Background: an optimization exercise with open tools, aiming at small area. Do not read the settings as production practice. Where RTL was checked, it was by simulation tests only, not by an equivalence proof against the original. No activity file was given, so power comes from the tool's default toggle rates. The clock port is modelled as an ideal driver; clocking choices that lean on that would not hold on a real chip.

Design adc_capture_buffer, start of the top module:
module adc_capture_buffer #(
    parameter int unsigned DATA_W = adda_pkg::DATA_W_DEF,
    parameter int unsigned DEPTH  = adda_pkg::DEPTH_DEF
) (
    input  logic              i_clk,
    input  logic              i_rst_n,
    output logic              o_adc_clk,
    input  logic [DATA_W-1:0] i_adc_data,
    input  logic              i_arm,
    input  logic              i_abort,
    input  logic [DATA_W-1:0] i_trig_level,
    input  logic              i_trig_falling,
    output logic              o_rd_valid,
    input  logic              i_rd_ready,
    output logic [DATA_W-1:0] o_rd_data,
    output logic              o_rd_last,
    output logic              o_busy,
    output logic              o_done
);
Size in the first run: ~3500 cells after synthesis, ~2100 flip-flops, roughly 35 I/O pins, roughly 53000 um2 of cells after synthesis.
Settings: LEC_CHECK=0, CAP_MARGIN=20, CORE_MARGIN=2, CORE_UTILIZATION=60, CTS_CLUSTER_DIAMETER=100, CTS_CLUSTER_SIZE=25, SLEW_MARGIN=20, SYNTH_HIERARCHICAL=1; clock period 10.0 ns.
run.sh (not shown) runs the stock make flow with config.mk's settings and CLKGATE_MAP_FILE= SYNTH_SCRIPT=/design/flow/synth_recipe.tcl, a recipe that flattens the netlist after the stock synthesis.
Then changed:
==> flow/flow/run.sh (new file) <==
#!/bin/bash
# Layout flow: the standard ORFS flow (standard.sh), except that the port
# buffers that global placement inserts are sky130_fd_sc_hd__buf_1 instead
# of the buffer the resizer picks. The make run's full output goes to
# orfs_finish.log in the work folder.
set -euo pipefail
export BUFFER_PORTS_ARGS="-buffer_cell sky130_fd_sc_hd__buf_1"
bash standard.sh "BUFFER_PORTS_ARGS=$BUFFER_PORTS_ARGS" finish > orfs_finish.log 2>&1
test -f out/final.def
==> flow/standard.sh (new file) <==
#!/bin/bash
# synth_recipe.tcl (not shown) runs the flow's synth.tcl, then flattens the netlist and writes it again
# the make line also repeats each setting of config.mk as NAME=value (left out here)
make -C /OpenROAD-flow-scripts/flow DESIGN_CONFIG=/design/flow/config.mk WORK_HOME=/design/flow/orfs CLKGATE_MAP_FILE= SYNTH_SCRIPT=/design/flow/synth_recipe.tcl "${@:-finish}"
removed: flow/run.sh
After rerunning: The new run completed without violations. Final area is lower by 0.38%. Clock skew went down by 3.2 ps. Fmax rises by 3.2%. Worst setup slack gains 260 ps. Synthesized cell count does not change. Hold slack improved by 3.6 ps. Critical path depth is unchanged. Synthesized area stays the same. Non-clock buffer count rises by 3. Clock-buffer cell count decreases by 2.
Function was not checked in any run of this note: the RTL went through the layout flow alone.


Another version of the RTL of adc_capture_buffer (not shown whole).
Size in the first run: roughly 2100 flip-flops, about 35 I/O pins, about 52000 um^2 of cells after synthesis.
clock: 10.0 ns
lec_check: 0
cap_margin: 20
core_margin: 2
core_utilization: 60
cts_cluster_diameter: 100
cts_cluster_size: 34
slew_margin: 20
synth_hierarchical: 1
standard.sh (not shown) runs the stock make flow with config.mk's settings and CLKGATE_MAP_FILE= SYNTH_SCRIPT=/design/flow/synth_recipe.tcl, a recipe that flattens the netlist after the stock synthesis.
==> flow/flow/run.sh <==
#!/bin/bash
# Layout flow: the standard ORFS flow (standard.sh), except that
#  - the port buffers that global placement inserts are sky130_fd_sc_hd__buf_1
#    instead of the buffer the resizer picks;
set -euo pipefail
export BUFFER_PORTS_ARGS="-buffer_cell sky130_fd_sc_hd__buf_1"
export CTS_ARGS="-sink_clustering_enable -repair_clock_nets -sink_clustering_size 34 -sink_clustering_max_diameter 100 -dont_use_dummy_load"
bash standard.sh "BUFFER_PORTS_ARGS=$BUFFER_PORTS_ARGS" "CTS_ARGS=$CTS_ARGS" finish > orfs_finish.log 2>&1
test -f out/final.def
The baseline finished clean.
==> next run, changes <==
==> flow/flow/run.sh (replaced) <==
#!/bin/bash
# Layout flow: the standard ORFS flow (standard.sh), except that the port
# buffers that global placement inserts are sky130_fd_sc_hd__buf_1 instead
# of the buffer the resizer picks. The make run's full output goes to
# orfs_finish.log in the work folder.
set -euo pipefail
export BUFFER_PORTS_ARGS="-buffer_cell sky130_fd_sc_hd__buf_1"
bash standard.sh "BUFFER_PORTS_ARGS=$BUFFER_PORTS_ARGS" finish > orfs_finish.log 2>&1
test -f out/final.def
- CTS_CLUSTER_SIZE: 34 -> 28
The changed run finished clean.
Sequential share of layout area goes down by 0.54 points.
Total power grows by 2.5%.
Clock-buffer cell count climbs by 16.
Die area stays the same.
==> next run, changes <==
==> flow/flow/run.sh (replaced) <==
#!/bin/bash
# Layout flow: the standard ORFS flow (standard.sh), except that
#  - the port buffers that global placement inserts are sky130_fd_sc_hd__buf_1
#    instead of the buffer the resizer picks;
set -euo pipefail
export BUFFER_PORTS_ARGS="-buffer_cell sky130_fd_sc_hd__buf_1"
export CTS_ARGS="-sink_clustering_enable -repair_clock_nets -sink_clustering_size 32 -sink_clustering_max_diameter 100 -dont_use_dummy_load"
bash standard.sh "BUFFER_PORTS_ARGS=$BUFFER_PORTS_ARGS" "CTS_ARGS=$CTS_ARGS" finish > orfs_finish.log 2>&1
test -f out/final.def
- CORE_UTILIZATION: 60 -> 65
- CTS_CLUSTER_SIZE: 28 -> 32
Effect:
- sequential power is about the same
- clock skew rises by 0.023 ns
- combinational power stays flat
==> next run, changes <==
- CORE_UTILIZATION: 65 -> 60
- GPL_TIMING_DRIVEN: default -> 0
The new run ran to the end with no violations.
Final area is higher by 0.35%.
Wire length is lower by 0.45%.
Area after synthesis is unchanged.
Synthesized cell count does not change.
Clock power stays flat.
Non-clock buffer count climbs by 22.
==> next run, changes <==
==> flow/flow/run.sh (replaced) <==
#!/bin/bash
# Layout flow: the standard ORFS flow (standard.sh), except that
#  - the port buffers that global placement inserts are sky130_fd_sc_hd__buf_1
#    instead of the buffer the resizer picks;
set -euo pipefail
export BUFFER_PORTS_ARGS="-buffer_cell sky130_fd_sc_hd__buf_1"
export CTS_ARGS="-sink_clustering_enable -repair_clock_nets -sink_clustering_size 28 -sink_clustering_max_diameter 100 -dont_use_dummy_load"
bash standard.sh "BUFFER_PORTS_ARGS=$BUFFER_PORTS_ARGS" "CTS_ARGS=$CTS_ARGS" finish > orfs_finish.log 2>&1
test -f out/final.def
- CTS_CLUSTER_SIZE: 32 -> 28
- GPL_TIMING_DRIVEN: 0 -> default
Result:
- design area is about the same
- clock power increases by 5.8%
- worst setup slack improved by 0.60 ns
- clock skew goes up by 0.0050 ns
- die area is unchanged
- via count came out higher by 0.58%
- utilization increases by 0.17 points
- wire length went up by 2.4%
- final cell count shrinks by 0.36%
- power goes up by 1.1%
==> next run, changes <==
==> flow/flow/run.sh (replaced) <==
#!/bin/bash
# Layout flow: the standard ORFS flow (standard.sh), except that
#  - the port buffers that global placement inserts are sky130_fd_sc_hd__buf_1
#    instead of the buffer the resizer picks;
set -euo pipefail
export BUFFER_PORTS_ARGS="-buffer_cell sky130_fd_sc_hd__buf_1"
export CTS_ARGS="-sink_clustering_enable -repair_clock_nets -sink_clustering_size 32 -sink_clustering_max_diameter 100 -dont_use_dummy_load"
bash standard.sh "BUFFER_PORTS_ARGS=$BUFFER_PORTS_ARGS" "CTS_ARGS=$CTS_ARGS" finish > orfs_finish.log 2>&1
test -f out/final.def
- CTS_CLUSTER_SIZE: 28 -> 32
Power came out lower slightly.
Count of clock-buffer cells in the layout came out lower by 9.
Final cell count barely changes.
Wire length stays flat.
First-iteration DRC count hardly moves.
Clock skew stays flat.
Combinational power stays flat.
Core utilization came out lower by 0.25 points.
Design area came out lower slightly.

re-timing with driven ports:
The results above use ideal ports. As a check the final layouts listed here were re-extracted and re-timed, cells and wires unchanged.
Step 1: set_driving_cell puts a clkbuf_16 on i_clk and a buf_2 on each other input, an assumption about the parent block.
Step 2 also shifts input and output timing later by t, the mid clock arrival at the registers, as if the neighbouring blocks saw the same clock.
Three values: ideal ports, drivers, drivers and shift; two values: the first two.
run	t, ns	slack for setup (ns)	clock arrival spread, ns	worst data-port slew with drivers (ns)
the first run of note 1	0.748	1.598 / 1.524 / 2.273	0.032 / 0.031	0.04
the second run of note 1	0.742	1.857 / 1.790 / 2.531	0.029 / 0.029	0.03
the first run of note 2	0.713	1.913 / 1.841 / 2.553	0.073 / 0.073	0.04
the second run of note 2	0.737	1.902 / 1.833 / 2.570	0.042 / 0.042	0.04
the third run of note 2	0.728	2.133 / 2.058 / 2.786	0.062 / 0.063	0.04
the fourth run of note 2	0.720	1.364 / 1.295 / 2.016	0.051 / 0.051	0.05
the fifth run of note 2	0.726	1.960 / 1.892 / 2.617	0.063 / 0.063	0.04
the sixth run of note 2	0.720	2.058 / 1.991 / 2.710	0.050 / 0.049	0.04
After both steps setup and hold are still met in every run listed.
